Source: an optimization exercise on an open RTL-to-GDS flow (aim: small area). Production flows keep margins and buffers that such runs may drop. The RTL was checked by simulation tests, not by an equivalence proof against the original design. In runs 3 to 6 the design's own scripts or RTL, not TritonCTS, make the clock network. No driver is modelled on the clock port, so clock power and skew are understated where the tree is cut down; a real chip needs a root buffer or a tree. Power figures rest on the tool's default switching activity, not on a simulated workload.

==> config.mk <==
export PLATFORM = sky130hd
export DESIGN_NAME = lru_page_replacement_unit
export DESIGN_NICKNAME = lru_page_replacement_unit
export VERILOG_FILES = /design/flow/design.v
export SDC_FILE = /design/flow/constraint.sdc
export NUM_CORES = 4
export LEC_CHECK = 0
export ABC_AREA = 1
export CAP_MARGIN = 20
export CORE_MARGIN = 2
export CORE_UTILIZATION = 60
export SLEW_MARGIN = 20
==> constraint.sdc <==
create_clock -name core_clock -period 5.0 [get_ports {clk}]
set_input_delay 1.0000 -clock core_clock [delete_from_list [all_inputs] [get_ports {clk}]]
set_output_delay 1.0000 -clock core_clock [all_outputs]
set_load 0.01 [all_outputs]
==> design.v <==
package lrupr_pkg;
  localparam int FRAMES    = 8;
  localparam int PAGE_BITS = 16;
endpackage
module lru_page_replacement_unit (
  input  logic        clk,
  input  logic        rst_n,
  input  logic        cfg_valid,
  output logic        cfg_ready,
  input  logic [3:0]  cfg_data,
  input  logic        in_tvalid,
  output logic        in_tready,
  input  logic [15:0] in_tdata,    
  input  logic        in_tuser,    
  output logic        out_tvalid,
  input  logic        out_tready,
  output logic [55:0] out_tdata    
);
  localparam logic [1:0] S_IDLE = 2'd0;
  localparam logic [1:0] S_SCAN = 2'd1;
  localparam logic [1:0] S_UPD  = 2'd2;
  localparam logic [1:0] S_PRES = 2'd3;
  logic [1:0]  state_r;
  logic [2:0]  phase_r;       
  logic [3:0]  valid_r;       
  logic [2:0]  nm1_r;         
  logic [31:0] fault_r;
  logic [15:0] pg_r;          
  logic        hit_r;
  logic [2:0]  slot_r;
  logic [2:0]  lim_r;
  logic [15:0] ring_pg [8];
  logic [2:0]  ring_rk [8];
  logic [15:0] cur_pg;
  logic [2:0]  cur_rk;
  logic [15:0] nxt_pg;
  logic [2:0]  nxt_rk;
  logic        cur_act;
  logic        cur_val;
  logic        at_slot;
  logic        empty;
  logic        last;
  logic        first;
  logic        start;
  logic        scan;
  logic        upd;
  logic        wr;
  logic        cap;
  logic        capev;
  logic        srch;        
  logic        s_hit;
  logic        s_ld;
  logic        s_lim;
  logic        fin;
  logic        clr;
  logic        inc;
  logic [32:0] fc;
  logic [31:0] fault_d;
  logic        cfg_ld;
  logic [2:0]  cfg_nm1;
  assign cfg_ready = 1'b1;
  assign cur_pg  = ring_pg[7];
  assign cur_rk  = ring_rk[7];
  assign cur_act = (phase_r <= nm1_r);
  assign cur_val = ({1'b0, phase_r} < valid_r);
  assign at_slot = (phase_r == slot_r);
  assign empty   = (valid_r <= {1'b0, nm1_r});
  assign last    = (phase_r == 3'd7);
  assign first   = (phase_r == 3'd0);
  assign scan    = (state_r == S_SCAN);
  assign upd     = (state_r == S_UPD);
  assign in_tready = upd && last;
  assign start     = (state_r == S_IDLE) && last && in_tvalid;
  assign wr     = upd && at_slot;
  assign nxt_pg = ({16{wr}} & in_tdata) | ({16{!wr}} & cur_pg);
  always_comb begin
    nxt_rk = cur_rk;
    if (upd) begin
      if (at_slot) begin
        nxt_rk = 3'd0;
      end else if (cur_val && ((!hit_r && empty) || (cur_rk < lim_r))) begin
        nxt_rk = cur_rk + 3'd1;
      end
    end
  end
  always_ff @(posedge clk) begin
    ring_pg[0] <= nxt_pg;
    ring_rk[0] <= nxt_rk;
    for (int i = 1; i < 8; i++) begin
      ring_pg[i] <= ring_pg[i-1];
      ring_rk[i] <= ring_rk[i-1];
    end
  end
  assign cfg_ld  = cfg_valid || !rst_n;
  assign cfg_nm1 = (cfg_data[3] || !rst_n) ? 3'd7 :
                   (cfg_data[2:0] == 3'd0) ? 3'd0 : (cfg_data[2:0] - 3'd1);
  always_ff @(posedge clk) begin
    if (cfg_ld) begin
      nm1_r <= cfg_nm1;
    end
  end
  assign fin = upd && last;
  assign clr = !rst_n || (start && in_tuser);
  assign inc = fin && !hit_r;
  always_comb begin
    fc[0] = inc && !(&fault_r);
    for (int i = 0; i < 32; i++) begin
      fault_d[i] = !clr && (fault_r[i] ^ fc[i]);
      fc[i+1]    = fc[i] && fault_r[i];
    end
  end
  always_ff @(posedge clk) begin
    fault_r <= fault_d;
  end
  always_ff @(posedge clk) begin
    if (!rst_n) begin
      state_r <= S_IDLE;
      phase_r <= 3'd0;
      valid_r <= 4'd0;
    end else begin
      phase_r <= phase_r + 3'd1;
      unique case (state_r)
        S_IDLE: begin
          if (start) begin
            state_r <= S_SCAN;
            if (in_tuser) begin
              valid_r <= 4'd0;
            end
          end
        end
        S_SCAN: begin
          if (last) begin
            state_r <= S_UPD;
          end
        end
        S_UPD: begin
          if (last) begin
            state_r <= S_PRES;
          end
        end
        default: begin
          if (out_tready) begin
            state_r <= S_IDLE;
            if (!hit_r && empty) begin
              valid_r <= valid_r + 4'd1;
            end
          end
        end
      endcase
    end
  end
  assign srch  = scan && cur_act && (first || !hit_r);
  assign s_hit = srch && cur_val && (cur_pg == in_tdata);
  assign s_lim = srch && cur_val && (first || s_hit || (cur_rk > lim_r));
  assign s_ld  = s_lim || (srch && ({1'b0, phase_r} == valid_r));
  assign cap   = upd && at_slot;
  assign capev = cap && !hit_r && !empty;
  always_ff @(posedge clk) begin
    hit_r  <= s_hit || (!(scan && first) && hit_r);
    if (s_ld) begin
      slot_r <= phase_r;
    end
    if (s_lim) begin
      lim_r <= cur_rk;
    end
    pg_r   <= ({16{capev}} & cur_pg) | ({16{!cap}} & pg_r);
  end
  assign out_tvalid = (state_r == S_PRES);
  assign out_tdata  = {3'b000, fault_r, pg_r, !hit_r && !empty, slot_r, hit_r};
endmodule
==> flow/run.sh <==
#!/bin/bash
# Own layout flow: the standard flow (standard.sh, all ORFS steps) with
#  - synthesis: an area-oriented ABC script (flow/abc_area.script, picked by
#    ABC_AREA=1 in config.mk) and no extraction of half/full adder cells;
#    registers are mapped exactly as in the standard synthesis,
#  - the smallest buffer (buf_1) on every input and output port,
#  - a clock tree with larger sink clusters and no dummy loads.
# make's output goes to standard.log; ORFS keeps each step's log in orfs/logs.
set -euo pipefail
W=$(pwd)
rm -rf "$W/scripts"
cp -r "$FLOW_HOME/scripts" "$W/scripts"
cp "$W/flow/abc_area.script" "$W/scripts/abc_area.script"
export SCRIPTS_DIR="$W/scripts"
export ADDER_MAP_FILE=
export BUFFER_PORTS_ARGS="-buffer_cell sky130_fd_sc_hd__buf_1"
export CTS_ARGS="-sink_clustering_enable -repair_clock_nets -dont_use_dummy_load -sink_clustering_size 35 -sink_clustering_max_diameter 60 -buf_list {sky130_fd_sc_hd__clkbuf_16}"
bash "$W/standard.sh" > "$W/standard.log" 2>&1
==> flow/abc_area.script <==
&get -n
&st
&dch
&nf -R 1000
&st
&syn2
&dch
&nf -R 1000
&put
==> standard.sh <==
#!/bin/bash
# synth_recipe.tcl (not shown) runs the flow's synth.tcl, then flattens the netlist and writes it again
# the make line also repeats each setting of config.mk as NAME=value (left out here)
make -C /OpenROAD-flow-scripts/flow DESIGN_CONFIG=/design/flow/config.mk WORK_HOME=/design/flow/orfs CLKGATE_MAP_FILE= SYNTH_SCRIPT=/design/flow/synth_recipe.tcl "${@:-finish}"
==> results of run 1 <==
[cells in the final DEF (no fill, tap or decap), types with 2 or more instances in the layout]
cell type and count:
dfxtp_1 210, nand2_1 94, buf_1 80, nor2_1 38
o21ai_0 26, a21oi_1 25, nor3_1 23, xor2_1 18
clkbuf_16 12, clkinv_1 11, xnor2_1 9, edfxtp_1 9
nor2b_1 8, nand4_1 8, and3_1 8, a211oi_1 8
nand3_1 7, o22ai_1 5, and2_0 5, a31oi_1 4
nand2b_1 4, nor4_1 4, conb_1 4, buf_4 3
o21a_1 2, nor3b_1 2, a311oi_1 2
[power breakdown]
group	switching (mW)	internal [mW]
Clock	0.488	0.431
Sequential	0.0104	1.77
Combinational	0.0273	0.0171
[per-layer routing]
layer  track usage (%)  vias to the layer above  wire length [um]  part of all wire, %
li1                  -                     2000                 -                    -
met1              26.2                     1802              5110                   49
met5                 0                        -                 0                    0
met3              3.28                        9               453                  4.3
met4              4.10                        0               121                  1.2
met2              30.4                       77              4790                   46
[through the flow]
stage	power, mW	util [%]	cell area, um^2	setup WS [ns]
after floorplan	1.84	-	6170	1.69
after global placement	1.86	67.1	6620	2.08
after detailed placement	1.86	67.1	6620	2.00
after CTS	2.77	70.2	6920	1.70
after global routing	2.84	70.2	6920	1.49
final	2.74	70.2	6920	1.71
[final timing paths]
path / to / slack, ns
max: out_tdata[4] / 1.71
min: ring_pg[1][15] / 0.29
max reg2reg: fault_r[19] / 2.05
min reg2reg: ring_pg[1][15] / 0.29
[cells by family (layout without fill, tap and decap cells)]
kind of cell             count (synthesis)  count (layout)  synth area share, %
AND/OR/NAND/NOR                        203             203                 14.7
XOR/XNOR                                27              27                 3.84
other                                    2               4                0.122
adder cells (fa/ha/maj)                  1               1                0.163
buffers and inverters                   16             106                 1.28
flip-flops                             219             219                 72.7
AO/OA/AOI/OAI                           77              77                 7.21
[critical path: cells and delay by family, from the launching register on]
family | cells | cell delay [ns]
simple gates | 3 | 0.71
flops | 1 | 0.34
fa+ha+maj | 1 | 0.34
buf+inv | 3 | 0.38
compound gates | 1 | 0.08
[final cells by class]
class | instances | area [um^2]
repair buffers | 83 | 323
clock buffers | 12 | 300
fillers | 763 | 2940
multi-input cells | 312 | 1620
inverters | 11 | 41.3
flip-flops and latches | 219 | 4470
well taps | 133 | 166
[registers in the layout, summed over array words and instances (netlist names)]
name / flops
ring_pg: 128
pg_r: 16
hit_r: 1
phase_r: 3
ring_rk: 24
valid_r: 4
lim_r: 3
fault_r: 32
slot_r: 3
state_r: 2
nm1_r: 3
==> results.txt, run 1 <==
- Total Wirelength: 10500 um
- Top post-synthesis cells by area: dfxtp_1 68%, nand2_1 5.7%, edfxtp_1 4.4%
- Maximum vdd ir drop: 0.295 mV
- Status: no timing/DRC/antenna violations
- Unrepaired setup endpoints after global routing: false
- Total core area: 9860 um^2
- Placement Rows: 36
- Number of global-route vias before repair: 3553
- Overall global routing resource usage: 18.7%
- DRC marker count from the first detailed-route iteration: 171
- I/O pins: 85
- Min-Delay Path Depth: 0
- Die ar.: 11100 um^2
- Slew Viols, Final: 0
- Post-synth top flop: dfxtp_1
- Clock root cell: clkbuf_16
- Worst EP required: 4.00 ns
- Global-route wire length before repair: 17000 um
- Hpwl dp: 7020 um
- Nets: 665
- #FFs+latches synth: 219
- DR vias/cell: 5.05
- Pwr/cell area: 396 nW/um^2
- # H-tree levels: 1
- Post-synth EDFFs: 9
- Pre-antenna DRT Iters: 4
- Initial antenna violation count: 0
- Distinct cells, synth: 32
- Top cell type's share of synthesized area: 68.3%
- Worst setup EP type: primary output
- Leak: 2.64 nW
- Worst slew margin: 51.9%
- Worst Skew: 0.0334 ns
- Vias: 3888
- Post-route ant nets: 0
- Worst Tran Pin Value: 0.722 ns
- Clk slew on worst S/H paths: 0.10 ns
- Hold Startpoint: ring_pg[0][15]
- Setup violations, final: 0
- CTS Buf Count: 12
- Syn avg cell area: 11.3 um^2
- Post-synth top area cell: dfxtp_1
- Top post-synthesis cells by count: 210 x dfxtp_1, 94 x nand2_1, 38 x nor2_1
- Cts hold-fix bufs: 0
- Placed cell count: 758
- Cell Count, Final, Fillers Out: 770
- Clk Latency, worst-skew pair: 0.46 ns
- Sequential cell area fraction in the yosys report: 72.7%
- WL per Instance: 13.6 um
- Antenna cells: 0
- Max Buffers Root-to-Sink: 3
- DRC Markers: 0
- CP Launch Type: flip-flop
- FFs w/ async S/R, synth: 0%
- Fin Setup TNS: 0 ns
- Starting Density: 62.4%
- Gp weighted congestion: 0.851
- Slowest-stage cell, CP: nand2b_1
- Minimum clock period: 3.29 ns
- Crit Path Max Fanout: 17
- Period utilization: 65.7%
- Crit path cell chain: clkinv_1 > nor2_1 > maj3_1 > o21ai_0 > nand2_1 > nand2b_1 > clkinv_1 > buf_1
- Area grow syn2layout: 12.4%
- Most common cell in the netlist: dfxtp_1
- Reg2reg start: phase_r[1]
- Post-CTS sizing: 0
- Die Wd: 105 um
- Peak Freq: 304 MHz
- Crit path kind: reg -> out
- Total grt overflow: 0
- WP data arrival: 2.29 ns
- Most frequent CP cell: clkinv_1
- Worst hold margin: 0.292 ns
- Cells after synthesis: 545
- Port Buffers: 80
- HP Class: reg -> reg
- Final hold vios: 0
- Ys Warns: 3
- FF-to-FF path depth: 9
- Setup bufs post-CTS: 0
- Crit path launch: valid_r[0]
- CTS tree: built
- MaxCap Viol Count: 0
- Pin count of the biggest net entering global routing: 36
- Die Y: 105 um
- Mapped Area: 6160 um^2
- Share of cells above drive strength 1: 2.51%
- Clock Sinks: 219
- Max stage delay on crit path: 0.54 ns
==> run 2: changes to the inputs <==
--- a/flow/run.sh
+++ b/flow/run.sh
@@ -16,3 +16,3 @@
 export BUFFER_PORTS_ARGS="-buffer_cell sky130_fd_sc_hd__buf_1"
-export CTS_ARGS="-sink_clustering_enable -repair_clock_nets -dont_use_dummy_load -sink_clustering_size 35 -sink_clustering_max_diameter 60 -buf_list {sky130_fd_sc_hd__clkbuf_16}"
+export CTS_ARGS="-sink_clustering_enable -repair_clock_nets -dont_use_dummy_load -sink_clustering_size 20 -sink_clustering_max_diameter 60 -buf_list {sky130_fd_sc_hd__clkbuf_8}"
 bash "$W/standard.sh" > "$W/standard.log" 2>&1
--- a/config.mk
+++ b/config.mk
@@ -10,3 +10,3 @@
 export CORE_MARGIN = 2
-export CORE_UTILIZATION = 60
+export CORE_UTILIZATION = 40
 export SLEW_MARGIN = 20
==> results.txt, run 2 <==
- Top post-synthesis cells by count: 210 x dfxtp_1, 94 x nand2_1, 38 x nor2_1
- Vias: 3958
- Crit Path Max Fanout: 17
- Clk slew on worst S/H paths: 0.10 ns
- Initial antenna violation count: 0
- Mapped Area: 6160 um^2
- CTS tree: built
- Slew Viols, Final: 0
- Overall global routing resource usage: 13.6%
- Pre-antenna DRT Iters: 4
- #FFs+latches synth: 219
- Distinct cells, synth: 32
- Commonest non-fill, non-tap cell in the layout: dfxtp_1
- Setup bufs post-CTS: 0
- Post-synth EDFFs: 9
- # H-tree levels: 1
- Post-synth top flop: dfxtp_1
- Total grt overflow: 0
- WL per Instance: 13.3 um
- Hpwl dp: 7550 um
- Antenna cells: 0
- Pwr/cell area: 375 nW/um^2
- Post-CTS sizing: 0
- Die Wd: 128 um
- FFs w/ async S/R, synth: 0%
- Largest registers: ring_pg (128), fault_r (32), ring_rk (24)
- CP Launch Type: flip-flop
- Peak Freq: 302 MHz
- Total core area: 15100 um^2
- Period utilization: 66.2%
- Number of flip-flops in the largest register: 128
- Cts hold-fix bufs: 0
- WP data arrival: 2.31 ns
- Max Buffers Root-to-Sink: 3
- Power Total: 2.59 mW
- Max stage delay on crit path: 0.57 ns
- Most frequent CP cell: clkinv_1
- Gate power share: 1.8%
- Gp weighted congestion: 0.850
- Port Buffers: 80
- Ys Warns: 3
- Worst Skew: 0.0631 ns
- Clk pwr share: 29.6%
- Post-synth top area cell: dfxtp_1
- Minimum clock period: 3.31 ns
- DR vias/cell: 4.77
- Placement Rows: 45
- Share of cells above drive strength 1: 3.12%
- Worst setup EP type: primary output
- Maximum vdd ir drop: 0.179 mV
- Worst slew margin: 48.7%
- Top post-synthesis cells by area: dfxtp_1 68%, nand2_1 5.7%, edfxtp_1 4.4%
- Reg2reg start: phase_r[1]
- Setup violations, final: 0
- HP Class: reg -> reg
- Slowest-stage cell, CP: nand2b_1
- Seq pwr share: 68.6%
- Most flop-heavy register: ring_pg
- Starting Density: 40.7%
- Die ar.: 16400 um^2
- Nets: 669
- Clock Sinks: 219
- Most frequent cells in the layout: 210 x dfxtp_1, 94 x nand2_1, 80 x buf_1
- CTS Buf Count: 16
- Fin Setup TNS: 0 ns
- P_sw: 0.518 mW
- Top cell type's share of synthesized area: 68.3%
- Clk Latency, worst-skew pair: 0.49 ns
- DRC marker count from the first detailed-route iteration: 227
- Sequential cell area fraction in the yosys report: 72.7%
- Crit path cell chain: clkinv_1 > nor2_1 > maj3_1 > o21ai_0 > nand2_1 > nand2b_1 > clkinv_1 > buf_1
- Status: no timing/DRC/antenna violations
- Worst EP required: 4.00 ns
- Pin count of the biggest net entering global routing: 35
- Crit path kind: reg -> out
- Area grow syn2layout: 12.2%
- Post-route ant nets: 0
- P_int: 2.07 mW
- Crit path launch: valid_r[0]
- Cells after synthesis: 545
- I/O pins: 85
- Global-route wire length before repair: 18200 um
- DRC Markers: 0
- Syn avg cell area: 11.3 um^2
- MaxCap Viol Count: 0
- Total Wirelength: 11000 um
- Most common cell in the netlist: dfxtp_1
- Number of global-route vias before repair: 3831
- Die Y: 128 um
- Fill count: 1415
- Switching share of total power: 20.0%
- Hold Startpoint: ring_pg[4][4]
- Final hold vios: 0
- Worst Tran Pin Value: 0.770 ns
- Clock root cell: clkbuf_8
- Unrepaired setup endpoints after global routing: false
- Leak: 2.60 nW
-- run 2: cell counts after synthesis --
No cell type changed its count.
-- run 2: cell type report --
class	count	area [um^2]	share of cell area, %
Multi-Input combinational cell	312	1620	23.4
Inverter	11	41.3	0.598
Tap cell	188	235	3.40
Clock buffer	16	220	3.19
Sequential cell	219	4470	64.7
Timing Repair Buffer	83	323	4.67
-- run 2: cell families after synthesis --
logic type,count (synthesis),share of synthesized area (%)
AOI/OAI and AO/OA,77,7.21
adders and majority gates,1,0.163
other,2,0.122
xor gates and xnor gates,27,3.84
and+or+nand+nor,203,14.7
DFF,219,72.7
buffers and inverters,16,1.28
-- run 2: final timing paths --
check	endpoint	slack, ns	cells after the start
worst max-delay path	out_tdata[4]	1.69	8
worst min-delay path	ring_pg[5][4]	0.28	0
worst max register to register	fault_r[23]	1.99	8
worst min register to register	ring_pg[5][4]	0.28	0
-- run 2: critical path: cells and delay by family, from the launching register on --
family	cells	cell delay [ns]
AO/OA/AOI/OAI	1	0.08
flip-flops	1	0.33
buffers and inverters	3	0.37
AND/OR/NAND/NOR	3	0.74
adder cells (fa/ha/maj)	1	0.35
-- run 2: metal layers --
metal	share of wire, %	GRT usage (%)	up-vias	wire length, um
li1	-	-	2006	-
met1	47	18.2	1833	5160
met2	45	21.9	94	4960
met3	5.1	3.01	25	564
met4	2.8	4.78	0	311
met5	0	0	-	0
-- run 2: per-stage QoR --
stage               setup WS (ns)  hold slack, ns  std cells  cell area, um^2  util [%]
finish                       1.69           0.275        829             6910      45.6
detailed placement           2.06           0.312        813             6690      44.2
global route                 1.46           0.279        829             6910      45.6
CTS                          1.65           0.274        829             6910      45.6
floorplan                    1.69           0.310        547             6170         -
global placement             2.13           0.310        813             6690      44.2
-- run 2: power groups by stage --
stage,Combinational [mW],Clock (mW),Sequential (mW)
finish,0.0460,0.768,1.78
global route,0.0519,0.870,1.78
CTS,0.0461,0.810,1.78
detailed placement,0.0459,0,1.82
global placement,0.0444,0,1.82
floorplan,0.0297,0,1.81
==> run 3: changes to the inputs <==
--- a/flow/run.sh
+++ b/flow/run.sh
@@ -6,3 +6,6 @@
 #  - the smallest buffer (buf_1) on every input and output port,
-#  - a clock tree with larger sink clusters and no dummy loads.
+#  - a one-level clock tree (flow/manual_cts.tcl) in place of TritonCTS: a few
+#    clock buffers, each driving the flip-flops of one region, all fed from
+#    the clk port; the rest of the CTS step (placement legalisation, timing
+#    repair) is ORFS's own.
 # make's output goes to standard.log; ORFS keeps each step's log in orfs/logs.
@@ -13,2 +16,4 @@
 cp "$W/flow/abc_area.script" "$W/scripts/abc_area.script"
+grep -q 'log_cmd clock_tree_synthesis {\*}$cts_args' "$W/scripts/cts.tcl"
+sed -i 's|log_cmd clock_tree_synthesis {\*}$cts_args|source $::env(MANUAL_CTS_TCL)|' "$W/scripts/cts.tcl"
 export SCRIPTS_DIR="$W/scripts"
@@ -16,3 +21,6 @@
 export BUFFER_PORTS_ARGS="-buffer_cell sky130_fd_sc_hd__buf_1"
-export CTS_ARGS="-sink_clustering_enable -repair_clock_nets -dont_use_dummy_load -sink_clustering_size 20 -sink_clustering_max_diameter 60 -buf_list {sky130_fd_sc_hd__clkbuf_8}"
+export MANUAL_CTS_TCL="$W/flow/manual_cts.tcl"
+export MANUAL_CTS_GROUPS=7
+export MANUAL_CTS_ROOT=sky130_fd_sc_hd__clkbuf_8
+export MANUAL_CTS_CELL=sky130_fd_sc_hd__clkbuf_16
 bash "$W/standard.sh" > "$W/standard.log" 2>&1
==> flow/abc_area.script (replaced) <==
&get -n
&st
&deepsyn -T 40
&dch
&nf -R 1000
&put
==> flow/manual_cts.tcl (new file) <==
# A small clock tree in place of TritonCTS: the clock flip-flops are split into
# groups of nearby sinks (recursive halving by x and y median), and each group
# is driven by one clock buffer at its centre. The group buffers are fed from
# the clk port, or, with MANUAL_CTS_ROOT set, from one root buffer at the centre
# of the sinks. Every flip-flop gets its clock through the same kind and number
# of buffers, so the tree has no deliberate skew.
set mcts_groups [expr { [info exists ::env(MANUAL_CTS_GROUPS)] ? $::env(MANUAL_CTS_GROUPS) : 4 }]
set mcts_cell [expr { [info exists ::env(MANUAL_CTS_CELL)] ? $::env(MANUAL_CTS_CELL) : "sky130_fd_sc_hd__clkbuf_16" }]
set block [ord::get_db_block]
set db [ord::get_db]
set clk_port_net [$block findNet clk]
set master [$db findMaster $mcts_cell]
set mcts_root [expr { [info exists ::env(MANUAL_CTS_ROOT)] ? $::env(MANUAL_CTS_ROOT) : "" }]

set sinks {}
foreach it [$clk_port_net getITerms] {
  set inst [$it getInst]
  set bb [$inst getBBox]
  set x [expr { ([$bb xMin] + [$bb xMax]) / 2 }]
  set y [expr { ([$bb yMin] + [$bb yMax]) / 2 }]
  lappend sinks [list $it $x $y]
}
puts "manual cts: [llength $sinks] sinks on clk, $mcts_groups groups of $mcts_cell"

# split a list of sinks into n groups by alternating x / y median cuts
proc mcts_split { sinks n axis } {
  if { $n <= 1 || [llength $sinks] <= 1 } {
    return [list $sinks]
  }
  set idx [expr { $axis == 0 ? 1 : 2 }]
  set sorted [lsort -integer -index $idx $sinks]
  set n1 [expr { $n / 2 }]
  set n2 [expr { $n - $n1 }]
  set cut [expr { ([llength $sorted] * $n1) / $n }]
  set a [lrange $sorted 0 [expr { $cut - 1 }]]
  set b [lrange $sorted $cut end]
  set next [expr { 1 - $axis }]
  return [concat [mcts_split $a $n1 $next] [mcts_split $b $n2 $next]]
}

set bb [$block getDieArea]
set axis [expr { ([$bb xMax] - [$bb xMin]) >= ([$bb yMax] - [$bb yMin]) ? 0 : 1 }]
set groups [mcts_split $sinks $mcts_groups $axis]
set feed_net $clk_port_net
if { $mcts_root ne "" } {
  set rmaster [$db findMaster $mcts_root]
  set sx 0
  set sy 0
  foreach s $sinks {
    set sx [expr { $sx + [lindex $s 1] }]
    set sy [expr { $sy + [lindex $s 2] }]
  }
  set rinst [odb::dbInst_create $block $rmaster "clkbuf_root_clk"]
  set feed_net [odb::dbNet_create $block "clknet_root_clk"]
  $feed_net setSigType CLOCK
  [$rinst findITerm A] connect $clk_port_net
  [$rinst findITerm X] connect $feed_net
  $rinst setLocation [expr { $sx / [llength $sinks] - [$rmaster getWidth] / 2 }] [expr { $sy / [llength $sinks] - [$rmaster getHeight] / 2 }]
  $rinst setPlacementStatus PLACED
}
set k 0
foreach g $groups {
  if { [llength $g] == 0 } { continue }
  set sx 0
  set sy 0
  foreach s $g {
    set sx [expr { $sx + [lindex $s 1] }]
    set sy [expr { $sy + [lindex $s 2] }]
  }
  set cx [expr { $sx / [llength $g] }]
  set cy [expr { $sy / [llength $g] }]
  set inst [odb::dbInst_create $block $master "clkbuf_leaf_${k}_clk"]
  set net [odb::dbNet_create $block "clknet_leaf_${k}_clk"]
  $net setSigType CLOCK
  [$inst findITerm A] connect $feed_net
  [$inst findITerm X] connect $net
  foreach s $g {
    set it [lindex $s 0]
    $it disconnect
    $it connect $net
  }
  $inst setLocation [expr { $cx - [$master getWidth] / 2 }] [expr { $cy - [$master getHeight] / 2 }]
  $inst setPlacementStatus PLACED
  puts "manual cts: clkbuf_leaf_${k}_clk drives [llength $g] sinks at ($cx, $cy)"
  incr k
}
$clk_port_net setSigType CLOCK
global_connect
set_propagated_clock [all_clocks]
--- a/config.mk
+++ b/config.mk
@@ -10,3 +10,3 @@
 export CORE_MARGIN = 2
-export CORE_UTILIZATION = 40
+export CORE_UTILIZATION = 60
 export SLEW_MARGIN = 20
==> results.txt, run 3 <==
- Cts hold-fix bufs: 0
- Starting Density: 62.2%
- FFs w/ async S/R, synth: 0%
- P_int: 2.06 mW
- Pre-antenna DRT Iters: 4
- Met3 usage: 2.12%
- Vias: 3782
- Worst Tran Pin Value: 0.965 ns
- Clk Latency, worst-skew pair: 0.42 ns
- Worst EP required: 5.28 ns
- Gate power share: 1.5%
- Placement Rows: 36
- Largest registers: ring_pg (128), fault_r (32), ring_rk (24)
- Met2 Track Usage GR: 28.2%
- Reg2reg start: phase_r[0]
- Total core area: 9820 um^2
- Post-CTS sizing: 0
- DRC Markers: 0
- Distinct cells, synth: 34
- Hpwl dp: 6870 um
- Nets: 621
- Syn avg cell area: 12.1 um^2
- Overall global routing resource usage: 17.4%
- Pin count of the biggest net entering global routing: 47
- Setup ws final: 0.688 ns
- DRC marker count from the first detailed-route iteration: 194
- DR vias/cell: 5.21
- Area grow syn2layout: 10.6%
- Power Total: 2.54 mW
- WL per Instance: 13.7 um
- Fin Setup TNS: 0 ns
- Worst slew margin: 35.6%
- Pwr/cell area: 376 nW/um^2
- FF-to-FF setup slack: 0.69 ns
- Clk pwr share: 28.6%
- HP Class: reg -> reg
- Min-Delay Path Depth: 0
- Gp weighted congestion: 0.806
- Maximum vdd ir drop: 0.376 mV
- Number of flip-flops in the largest register: 128
- Post-route ant nets: 0
- Setup bufs post-CTS: 0
- P_sw: 0.488 mW
- Setup violations, final: 0
- Antenna cells: 0
- Top post-synthesis cells by count: 210 x dfxtp_1, 41 x nor2_1, 34 x a21oi_1
- RR Endpoint: fault_r[30]
- GRT busiest layer: met2
- MaxCap Viol Count: 0
- Total grt overflow: 0
- Hold Startpoint: ring_rk[3][2]
- DP Worst Slack: 0.764 ns
- Die Wd: 105 um
- Slew Viols, Final: 0
- Unrepaired setup endpoints after global routing: false
- Top post-synthesis cells by area: dfxtp_1 69%, edfxtp_1 4.4%, a21oi_1 2.8%
- Hold Path End: ring_rk[4][2]
- #FFs+latches synth: 219
- Top cell type's share of synthesized area: 68.8%
- Commonest non-fill, non-tap cell in the layout: dfxtp_1
- Most common cell in the netlist: dfxtp_1
- Clk slew on worst S/H paths: 0.11 ns
- Post-synth EDFFs: 9
- Switching share of total power: 19.2%
- Crit Path Max Fanout: 9
- Sequential cell area fraction in the yosys report: 73.2%
- I/O pins: 85
- Port Buffers: 80
- Post-synth top flop: dfxtp_1
- Initial antenna violation count: 0
- Leak: 2.50 nW
- Minimum clock period: 4.31 ns
- Peak Freq: 232 MHz
- Global-route wire length before repair: 16200 um
- Most flop-heavy register: ring_pg
- Fill count: 800
- Status: no timing/DRC/antenna violations
- Worst Skew: 0.00952 ns
- Post-synth top area cell: dfxtp_1
- Die ar.: 11000 um^2
- Worst setup EP type: flip-flop
- Total Wirelength: 9970 um
- Mapped Area: 6110 um^2
- Number of global-route vias before repair: 3420
- Seq pwr share: 69.9%
- M1 GR Usage: 25.9%
- Final hold vios: 0
- Most frequent cells in the layout: 210 x dfxtp_1, 80 x buf_1, 41 x nor2_1
- Share of cells above drive strength 1: 2.02%
- CP Launch Type: flip-flop
- Cells after synthesis: 507
- Crit path kind: reg -> reg
- Ys Warns: 3
- WP data arrival: 4.59 ns
- Die Y: 105 um
- Period utilization: 86.2%
- FF-to-FF path depth: 17
==> run 3: cell count changes after synthesis, sizes merged, moves of 8 or more <==
cell,delta
o21ai,-12
nor3,+10
a21oi,+9
xor2,-15
and4,+8
clkinv,+11
a22o,+16
nand2,-74
==> run 3: stage by stage <==
stage | instance area, um^2 | std cells | util, % | hold slack, ns
detailed placement | 6570 | 718 | 66.9 | 0.312
global route | 6760 | 726 | 68.8 | 0.339
CTS | 6760 | 726 | 68.8 | 0.333
finish | 6760 | 726 | 68.8 | 0.333
global placement | 6570 | 718 | 66.9 | 0.310
floorplan | 6120 | 509 | - | 0.310
==> run 3: power groups by stage <==
| stage | Combinational, mW | Sequential, mW | Clock (mW) |
|---|---|---|---|
| after floorplan | 0.0251 | 1.82 | 0 |
| after global placement | 0.0379 | 1.82 | 0 |
| after detailed placement | 0.0388 | 1.82 | 0 |
| after CTS | 0.0391 | 1.78 | 0.752 |
| after global routing | 0.0445 | 1.78 | 0.805 |
| final | 0.0393 | 1.78 | 0.727 |
==> run 3: final cells by class <==
type                            count  area (um^2)  area share, %
Sequential cell                   219         4470           66.2
Multi-Input combinational cell    263         1540           22.8
Timing Repair Buffer               81          308           4.55
Buffer                              8          189           2.80
Tap cell                          133          166           2.46
Inverter                           22         82.6           1.22
==> run 3: worst max-delay path by stage <==
| stage | start | to | slack, ns | cells past startpoint |
|---|---|---|---|---|
| 6_report | phase_r[0] | fault_r[30] | 0.69 | 17 |
| 5_1_grt | phase_r[0] | fault_r[31] | 0.17 | 18 |
| 4_1_cts | phase_r[0] | fault_r[30] | 0.73 | 17 |
| 3_5_place_dp | phase_r[0] | fault_r[30] | 0.76 | 17 |
| 3_3_place_gp | phase_r[0] | fault_r[30] | 0.98 | 17 |
| 2_1_floorplan | phase_r[0] | fault_r[30] | 1.33 | 17 |
==> run 3: cell families (layout without fill, tap and decap cells) <==
family / Yosys count / count (layout) / share of synthesized area (%)
other cells: 2 / 4 / 0.123
mux: 6 / 6 / 1.11
xor+xnor: 8 / 8 / 1.15
flops: 219 / 219 / 73.2
compound gates: 91 / 91 / 9.54
simple gates: 154 / 154 / 12.9
buf+inv: 27 / 111 / 1.97
==> run 3: worst max-delay path: stages, from the launching register on <==
cell and delay, ns:
dfxtp_1 0.48, nand3_1 0.20, nor3_1 0.28, nand2_1 0.10
a21oi_1 0.24, and2_0 0.25, and4_1 0.25, and2_0 0.21
nor3b_1 0.25, and4_1 0.28, nand4_1 0.13, nor2_1 0.24
and3_1 0.25, and3_1 0.20, and4_1 0.30, and3_1 0.26
and3_1 0.20, nor3_1 0.05
==> run 3: routing by layer <==
layer / routed length (um) / vias up
met1: 4920 / 1760
met3: 444 / 10
met2: 4480 / 81
met4: 131 / 0
met5: 0 / -
li1: - / 1931
==> run 4: changes to the inputs <==
==> flow/abc_area.script (replaced) <==
&get -n
&st
&dch
&nf -R 1000
&st
&syn2
&dch
&nf -R 1000
&put
==> results.txt, run 4 <==
- Top cell type's share of synthesized area: 68.3%
- Vias: 3877
- Post-Synth XOR/XNOR Area: 3.84%
- Starting Density: 62.4%
- Most common cell in the netlist: dfxtp_1
- Post-CTS sizing: 0
- FFs w/ async S/R, synth: 0%
- WP data arrival: 2.23 ns
- CP Launch Type: flip-flop
- Worst Skew: 0.0140 ns
- HP Class: reg -> reg
- DR vias/cell: 5.06
- Unrepaired setup endpoints after global routing: false
- Ys Warns: 3
- Initial antenna violation count: 0
- Simple-gate share of the synthesized area: 14.7%
- Period utilization: 64.6%
- Number of flip-flops in the largest register: 128
- Nets: 661
- Clk slew on worst S/H paths: 0.11 ns
- Cts hold-fix bufs: 0
- Overall global routing resource usage: 18.0%
- Top post-synthesis cells by count: 210 x dfxtp_1, 94 x nand2_1, 38 x nor2_1
- Total Wirelength: 10200 um
- Pin count of the biggest net entering global routing: 36
- Multiplexer share of the synthesized area: 0%
- Setup ws final: 1.77 ns
- WL per Instance: 13.4 um
- Number of global-route vias before repair: 3523
- Post-synth EDFFs: 9
- Total core area: 9860 um^2
- Minimum clock period: 3.23 ns
- Slew Viols, Final: 0
- Largest registers: ring_pg (128), fault_r (32), ring_rk (24)
- Crit Path Max Fanout: 17
- Share of cells above drive strength 1: 1.90%
- Leak: 2.58 nW
- Syn avg cell area: 11.3 um^2
- Pwr/cell area: 374 nW/um^2
- Worst EP required: 4.00 ns
- Port Buffers: 80
- Synth Area in Compound Gates: 7.21%
- DP Worst Slack: 2.00 ns
- Most flop-heavy register: ring_pg
- #FFs+latches synth: 219
- Die Wd: 105 um
- I/O pins: 85
- Commonest non-fill, non-tap cell in the layout: dfxtp_1
- Cells after synthesis: 545
- Die ar.: 11100 um^2
- Antenna cells: 0
- Total grt overflow: 0
- Area grow syn2layout: 10.6%
- Worst setup EP type: primary output
- Adder-Cell Fraction of Synth Area: 0.163%
- Mapped Area: 6160 um^2
- Largest family of logic cells by synthesized area: simple AND/OR/NAND/NOR gates
- Status: no timing/DRC/antenna violations
- Maximum vdd ir drop: 0.511 mV
- Die Y: 105 um
- Worst slew margin: 54.3%
- Worst hold margin: 0.330 ns
- Post-synth top flop: dfxtp_1
- Setup violations, final: 0
- DRC marker count from the first detailed-route iteration: 186
- Pre-antenna DRT Iters: 4
- Gp weighted congestion: 0.851
- Clk Latency, worst-skew pair: 0.43 ns
- Setup bufs post-CTS: 0
- Fin Setup TNS: 0 ns
- Distinct cells, synth: 32
- Post-synth top area cell: dfxtp_1
- Top post-synthesis cells by area: dfxtp_1 68%, nand2_1 5.7%, edfxtp_1 4.4%
- Peak Freq: 309 MHz
- Most frequent cells in the layout: 210 x dfxtp_1, 94 x nand2_1, 80 x buf_1
- Hpwl dp: 7020 um
- MaxCap Viol Count: 0
- DRC Markers: 0
- Placement Rows: 36
- Post-route ant nets: 0
- Final hold vios: 0
- Global-route wire length before repair: 16800 um
- Sequential cell area fraction in the yosys report: 72.7%
- Worst Tran Pin Value: 0.685 ns
- Crit path kind: reg -> out
==> run 4: worst paths after layout <==
kind / slack, ns / startpoint / cells after the start / to
setup / recovery: 1.77 / valid_r[0] / 8 / out_tdata[4]
hold / removal: 0.33 / ring_rk[3][2] / 0 / ring_rk[4][2]
setup reg to reg: 2.10 / phase_r[1] / 9 / fault_r[19]
hold reg to reg: 0.33 / ring_rk[3][2] / 0 / ring_rk[4][2]
==> run 4: cells by family after synthesis <==
family                     Yosys count
adders and majority gates            1
and+or+nand+nor                    203
AOI/OAI and AO/OA                   77
DFF                                219
other                                2
xor gates and xnor gates            27
buffers and inverters               16
==> run 4: routing by layer <==
| metal | global-route usage, % | wire (um) | share of wire (%) | vias up |
|---|---|---|---|---|
| met3 | 2.35 | 483 | 4.7 | 13 |
| met5 | 0 | 0 | 0 | - |
| li1 | - | - | - | 1991 |
| met2 | 30.3 | 4800 | 47 | 80 |
| met1 | 25.5 | 4820 | 47 | 1793 |
| met4 | 2.57 | 144 | 1.4 | 0 |
==> run 4: critical path, cell delays in order (launching register included) <==
cell and delay, ns:
dfxtp_1 0.34, clkinv_1 0.08, nor2_1 0.05, maj3_1 0.34, o21ai_0 0.08, nand2_1 0.11, nand2b_1 0.51, clkinv_1 0.13
buf_1 0.16
==> run 4: final cells by class <==
| class | count | area, um^2 |
|---|---|---|
| Tap cell | 133 | 166 |
| Fill cell | 775 | 3050 |
| Multi-Input combinational cell | 312 | 1620 |
| Inverter | 11 | 41.3 |
| Sequential cell | 219 | 4470 |
| Buffer | 8 | 189 |
| Timing Repair Buffer | 83 | 323 |
==> run 4: power by group <==
group	leakage (nW)	internal (mW)	switching, mW
logic	0.693	0.0171	0.0273
clock network	0.0935	0.272	0.455
registers	1.80	1.77	0.0100
total	2.58	2.06	0.493
==> run 4: per-stage QoR <==
stage,utilization [%],instance area [um^2],instances,power [mW]
after floorplan,-,6170,547,1.84
after global placement,67.1,6620,758,1.86
after detailed placement,67.1,6620,758,1.86
after CTS,69.0,6810,766,2.57
after global routing,69.0,6810,766,2.64
final,69.0,6810,766,2.55
==> run 5: changes to the inputs <==
--- a/design.v
+++ b/design.v
@@ -52,3 +52,3 @@
   logic        s_ld;
-  logic        s_lim;
+  logic        s_emp;
   logic        fin;
@@ -80,3 +80,3 @@
         nxt_rk = 3'd0;
-      end else if (cur_val && ((!hit_r && empty) || (cur_rk < lim_r))) begin
+      end else if (cur_rk < lim_r) begin
         nxt_rk = cur_rk + 3'd1;
@@ -153,4 +153,4 @@
   assign s_hit = srch && cur_val && (cur_pg == in_tdata);
-  assign s_lim = srch && cur_val && (first || s_hit || (cur_rk > lim_r));
-  assign s_ld  = s_lim || (srch && ({1'b0, phase_r} == valid_r));
+  assign s_emp = srch && ({1'b0, phase_r} == valid_r);
+  assign s_ld  = s_emp || (srch && cur_val && (first || s_hit || (cur_rk > lim_r)));
   assign cap   = upd && at_slot;
@@ -162,4 +162,4 @@
     end
-    if (s_lim) begin
-      lim_r <= cur_rk;
+    if (s_ld) begin
+      lim_r <= cur_rk | {3{s_emp}};
     end
--- a/flow/run.sh
+++ b/flow/run.sh
@@ -2,3 +2,3 @@
 # Own layout flow: the standard flow (standard.sh, all ORFS steps) with
-#  - synthesis: an area-oriented ABC script (flow/abc_area.script, picked by
+#  - synthesis: an area-oriented ABC script with a time-limited deepsyn pass (flow/abc_area.script, picked by
 #    ABC_AREA=1 in config.mk) and no extraction of half/full adder cells;
@@ -22,3 +22,3 @@
 export MANUAL_CTS_TCL="$W/flow/manual_cts.tcl"
-export MANUAL_CTS_GROUPS=7
+export MANUAL_CTS_GROUPS=6
 export MANUAL_CTS_ROOT=sky130_fd_sc_hd__clkbuf_8
==> flow/abc_area.script (replaced) <==
&get -n
&st
&deepsyn -T 40
&dch
&nf -R 1000
&put
--- a/config.mk
+++ b/config.mk
@@ -10,3 +10,3 @@
 export CORE_MARGIN = 2
-export CORE_UTILIZATION = 60
+export CORE_UTILIZATION = 75
 export SLEW_MARGIN = 20
==> results.txt, run 5 <==
- MaxCap Viol Count: 0
- Post-route ant nets: 0
- Top post-synthesis cells by count: 210 x dfxtp_1, 41 x nor2_1, 30 x a21oi_1
- Syn avg cell area: 12.0 um^2
- Antenna cells: 0
- Worst Skew: 0.0107 ns
- Worst slew margin: 64.3%
- WL per Instance: 18.0 um
- Worst setup EP type: flip-flop
- Nets: 622
- Placed cell count: 688
- Total core area: 7810 um^2
- Worst EP required: 5.33 ns
- Register area: 4480 um^2
- I/O pins: 85
- Largest registers: ring_pg (128), fault_r (32), ring_rk (24)
- Setup ws final: 0.293 ns
- Vias: 4087
- Top post-synthesis cells by area: dfxtp_1 69%, edfxtp_1 4.4%, nor2_1 2.5%
- Starting Density: 78.0%
- Hpwl dp: 8400 um
- Clk Latency, worst-skew pair: 0.41 ns
- Unrepaired setup endpoints after global routing: false
- Cells after synthesis: 506
- Number of global-route vias before repair: 3995
- Crit Path Max Fanout: 7
- Area grow syn2layout: 10.1%
- Period utilization: 94.1%
- Maximum vdd ir drop: 0.413 mV
- DR vias/cell: 5.87
- Clk slew on worst S/H paths: 0.12 ns
- Fill count: 383
- Global-route wire length before repair: 19800 um
- Overall global routing resource usage: 28.4%
- Minimum clock period: 4.71 ns
- DRC Markers: 0
- Pin count of the biggest net entering global routing: 46
- Ys Warns: 3
- Initial antenna violation count: 0
- Status: no timing/DRC/antenna violations
- Total Wirelength: 12500 um
- Fin Setup TNS: 0 ns
- HP Class: reg -> reg
- Worst hold margin: 0.333 ns
- Share of cells above drive strength 1: 3.37%
- Most common cell in the netlist: dfxtp_1
- Final hold vios: 0
- FFs w/ async S/R, synth: 0%
- #FFs+latches synth: 219
- Post-synth top area cell: dfxtp_1
- Multi-input logic area: 1520 um^2
- Power Total: 2.51 mW
- Top cell type's share of synthesized area: 69.0%
- Worst Tran Pin Value: 0.531 ns
- Peak Freq: 212 MHz
- Port Buffers: 80
- Most frequent cells in the layout: 207 x dfxtp_1, 80 x buf_1, 41 x nor2_1
- WP data arrival: 5.03 ns
- Most flop-heavy register: ring_pg
- Pwr/cell area: 375 nW/um^2
- Gp weighted congestion: 0.885
- Die ar.: 8860 um^2
- Placement Rows: 32
- Number of flip-flops in the largest register: 128
- Pre-antenna DRT Iters: 4
- CP Launch Type: flip-flop
- Die Y: 94.1 um
- Commonest non-fill, non-tap cell in the layout: dfxtp_1
- Post-synth EDFFs: 9
- Cell Count, Final, Fillers Out: 696
- Sequential cell area fraction in the yosys report: 73.5%
- Setup violations, final: 0
- Mapped Area: 6090 um^2
- Distinct cells, synth: 41
- DRC marker count from the first detailed-route iteration: 215
- Dpl cell area: 6520 um^2
- Slew Viols, Final: 0
- Post-Route Utilization: 85.9%
- Die Wd: 94.1 um
- DP Worst Slack: 0.106 ns
- Total grt overflow: 0
- Crit path kind: reg -> reg
- Post-route cell area: 6700 um^2
- Post-synth top flop: dfxtp_1
- Leak: 2.54 nW
-- run 5: changes by cell type after synthesis, sizes merged, moves of 4 or more --
cell,delta
nand2,-66
o21ai,-18
a22o,+15
xor2,-15
clkinv,+12
and4,+7
and3,+6
nor3,+6
xnor2,-6
a21oi,+5
a221oi,+4
nor2b,-4
o2bb2ai,+4
or2,+4
-- run 5: worst paths after layout --
check / start / endpoint / slack [ns] / cells past startpoint
worst max-delay path: state_r[0] / fault_r[29] / 0.29 / 19
worst min-delay path: ring_pg[1][11] / ring_pg[2][11] / 0.33 / 0
worst max register to register: state_r[0] / fault_r[29] / 0.29 / 19
worst min register to register: ring_pg[1][11] / ring_pg[2][11] / 0.33 / 0
-- run 5: kinds of logic (layout without fill, tap and decap cells) --
logic type | count (synthesis) | count (layout) | synth area share (%)
flops | 219 | 219 | 73.5
compound gates | 93 | 93 | 10.3
xor+xnor | 6 | 6 | 0.863
fa+ha+maj | 1 | 1 | 0.164
simple gates | 157 | 157 | 13.0
other cells | 2 | 4 | 0.123
buf+inv | 28 | 114 | 2.03
-- run 5: what timing repair did --
action                     in CTS  in global routing
setup endpoints to repair       1                  4
gates resized for setup         2                  6
hold buffers                    0                  0
hold endpoints to repair        0                  0
setup buffers                   0                  0
-- run 5: where the power goes --
part	total [mW]	internal (mW)	leakage (nW)	switching (mW)
Sequential	1.78	1.77	1.80	0.0108
Clock	0.689	0.239	0.0811	0.450
Combinational	0.0457	0.0170	0.661	0.0287
Total	2.51	2.02	2.54	0.490
-- run 5: routing by layer --
metal / vias up / share of wire, % / GRT usage [%]
li1: 1937 / - / -
met1: 1949 / 40 / 36.2
met2: 157 / 51 / 50.8
met3: 44 / 4.6 / 2.81
met4: 0 / 3.9 / 9.54
met5: - / 0 / 0
-- run 5: area by class of cell --
| class | instances | area share [%] |
|---|---|---|
| inverter | 23 | 1.29 |
| timing repair buffer | 84 | 4.89 |
| sequential | 219 | 66.8 |
| buffer | 7 | 2.44 |
| tap | 102 | 1.90 |
| multi-input combinational | 261 | 22.7 |
-- run 5: worst max-delay path: stages (launching register included) --
cell	delay [ns]
dfxtp_1	0.37
nand2b_1	0.22
nor3_1	0.29
nand2_1	0.11
a21oi_2	0.17
and3_1	0.23
and3_1	0.21
and2_1	0.23
and4_1	0.25
and3_1	0.21
and4_1	0.24
and2_0	0.16
and3_1	0.20
and4_2	0.32
and4_1	0.26
and3_1	0.26
and3_1	0.24
and3_2	0.28
nor2_1	0.08
a211oi_2	0.28
==> run 6: changes to the inputs <==
--- a/flow/run.sh
+++ b/flow/run.sh
@@ -22,3 +22,3 @@
 export MANUAL_CTS_TCL="$W/flow/manual_cts.tcl"
-export MANUAL_CTS_GROUPS=6
+export MANUAL_CTS_GROUPS=7
 export MANUAL_CTS_ROOT=sky130_fd_sc_hd__clkbuf_8
--- a/config.mk
+++ b/config.mk
@@ -10,3 +10,3 @@
 export CORE_MARGIN = 2
-export CORE_UTILIZATION = 75
+export CORE_UTILIZATION = 60
 export SLEW_MARGIN = 20
==> results.txt, run 6 <==
- Share of cells above drive strength 1: 3.37%
- Worst setup EP type: flip-flop
- Pre-antenna DRT Iters: 4
- Crit path cell chain: nand4_1 > nor4_1 > a21oi_2 > and3_1 > and3_1 > and2_1 > and4_1 > and3_1 > and4_1 > and2_0 > and3_1 > and4_2 > and4_1 > and3_1 > and3_1 > and3_2 > a31oi_1 > nor2_1
- #FFs+latches synth: 219
- Slowest-stage cell, CP: dfxtp_1
- Peak Freq: 222 MHz
- Total grt overflow: 0
- Die Y: 105 um
- Crit path launch: fault_r[20]
- Initial antenna violation count: 0
- Fin Setup TNS: 0 ns
- Global-route wire length before repair: 17400 um
- Cells after synthesis: 506
- HP Class: reg -> reg
- Worst slew margin: 35.4%
- Placement Rows: 36
- Final hold vios: 0
- Sequential cell area fraction in the yosys report: 73.5%
- Maximum vdd ir drop: 0.539 mV
- Die Wd: 105 um
- Most frequent cells in the layout: 207 x dfxtp_1, 80 x buf_1, 41 x nor2_1
- Cts hold-fix bufs: 0
- Leak: 2.54 nW
- Fill count: 788
- WP data arrival: 4.81 ns
- Most common cell in the netlist: dfxtp_1
- Number of flip-flops in the largest register: 128
- Worst Tran Pin Value: 0.944 ns
- Total Wirelength: 10300 um
- Pwr/cell area: 377 nW/um^2
- Worst EP required: 5.31 ns
- Cell Count, Final, Fillers Out: 726
- I/O pins: 85
- Max stage delay on crit path: 0.49 ns
- Post-CTS sizing: 0
- CP Launch Type: flip-flop
- FFs w/ async S/R, synth: 0%
- Status: no timing/DRC/antenna violations
- Area grow syn2layout: 11.0%
- Top post-synthesis cells by area: dfxtp_1 69%, edfxtp_1 4.4%, nor2_1 2.5%
- Ys Warns: 3
- Mapped Area: 6090 um^2
- Gp weighted congestion: 0.847
- Hold Startpoint: ring_pg[3][8]
- Worst Skew: 0.0125 ns
- Post-route ant nets: 0
- Top cell type's share of synthesized area: 69.0%
- Nets: 621
- Antenna cells: 0
- Number of global-route vias before repair: 3650
- Post-synth top area cell: dfxtp_1
- Clk slew on worst S/H paths: 0.11 ns
- Most frequent CP cell: and3_1
- Total core area: 9820 um^2
- Clk Latency, worst-skew pair: 0.43 ns
- Period utilization: 89.9%
- Crit path kind: reg -> reg
- Largest registers: ring_pg (128), fault_r (32), ring_rk (24)
- Crit Path Max Fanout: 9
- Hpwl dp: 7180 um
- Die ar.: 11000 um^2
- Placed cell count: 718
- DRC Markers: 0
- Port Buffers: 80
- Minimum clock period: 4.50 ns
- DR vias/cell: 5.26
- MaxCap Viol Count: 0
- Post-synth EDFFs: 9
- Setup violations, final: 0
- Overall global routing resource usage: 18.7%
- Pin count of the biggest net entering global routing: 46
- Slew Viols, Final: 0
- DRC marker count from the first detailed-route iteration: 166
- Setup bufs post-CTS: 0
- Reg2reg start: fault_r[20]
- Unrepaired setup endpoints after global routing: false
- Commonest non-fill, non-tap cell in the layout: dfxtp_1
- Vias: 3816
- Distinct cells, synth: 41
- Post-synth top flop: dfxtp_1
- Starting Density: 62.0%
- Most flop-heavy register: ring_pg
- Top post-synthesis cells by count: 210 x dfxtp_1, 41 x nor2_1, 30 x a21oi_1
- WL per Instance: 14.2 um
- Syn avg cell area: 12.0 um^2
-- run 6: cell counts after synthesis --
Identical to the previous run, type by type.
-- run 6: cell families after synthesis --
family,count (synthesis),share of synthesized area [%]
other,2,0.123
xor gates and xnor gates,6,0.863
DFF,219,73.5
AOI/OAI and AO/OA,93,10.3
adders and majority gates,1,0.164
buffers and inverters,28,2.03
and+or+nand+nor,157,13.0
-- run 6: power by group --
| part | internal, mW | switching [mW] |
|---|---|---|
| clock network | 0.272 | 0.454 |
| logic | 0.0170 | 0.0279 |
| registers | 1.77 | 0.00993 |
| total | 2.06 | 0.492 |
-- run 6: path summary, 6_finish.rpt --
| path | endpoint | slack (ns) | cells past startpoint |
|---|---|---|---|
| setup / recovery | fault_r[31] | 0.50 | 18 |
| hold / removal | ring_pg[4][8] | 0.33 | 0 |
| setup reg to reg | fault_r[31] | 0.50 | 18 |
| hold reg to reg | ring_pg[4][8] | 0.33 | 0 |
-- run 6: routing by layer --
metal	part of all wire, %	vias up	global-route usage (%)
met4	1.2	0	2.38
met3	4.2	13	2.25
li1	-	1934	-
met1	47	1792	26.9
met5	0	-	0
met2	47	77	31.5
-- run 6: layout make-up --
class                           instances  area (um^2)  share of cell area [%]
Multi-Input combinational cell        261         1520                    22.5
Inverter                               23         86.3                    1.28
Timing Repair Buffer                   82          315                    4.66
Buffer                                  8          189                    2.80
Sequential cell                       219         4480                    66.3
Tap cell                              133          166                    2.46
-- run 6: critical path: cells and delay by family, from the launching register on --
kind | cells | cell delay [ns]
and+or+nand+nor | 16 | 3.54
DFF | 1 | 0.49
AOI/OAI and AO/OA | 2 | 0.33
-- run 6: per-stage QoR --
stage	power (mW)	worst slack, ns	area, um^2	hold WS (ns)	utilization [%]
6_report	2.55	0.503	6760	0.331	68.8
2_1_floorplan	1.84	0.833	6100	0.310	-
3_5_place_dp	1.86	0.286	6560	0.312	66.8
5_1_grt	2.63	0.0618	6760	0.334	68.8
3_3_place_gp	1.86	0.529	6560	0.310	66.8
4_1_cts	2.57	0.230	6740	0.329	68.7

separate check: timing with driven ports:
Ports are ideal in the flow. The routed layouts listed here were re-timed in OpenROAD. Step 1: set_driving_cell puts a clkbuf_16 on clk and a buf_2 on each other input, an assumption about the parent block. Step 2 adds t to the input delays and takes it off the output delays; t is the mean of the earliest and latest rising clock arrival at the registers after step 1. Input paths then give back, and output paths get back, about the clock's delay inside the block. a / b / c = ideal ports / drivers / drivers and shift; a / b = the first two.
run	t (ns)	setup WS [ns]	worst slew at a driven data input, ns	pins driven straight from the clock port
run 1	0.476	1.715 / 1.679 / 2.045	0.04	1
run 2	0.497	1.689 / 1.654 / 1.992	0.05	1
run 3	0.447	0.688 / 0.688 / 0.688	0.04	1
run 4	0.452	1.768 / 1.739 / 2.083	0.03	1
run 5	0.436	0.293 / 0.293 / 0.293	0.06	1
run 6	0.455	0.503 / 0.503 / 0.503	0.05	1
After both steps setup and hold are still met in every run listed.
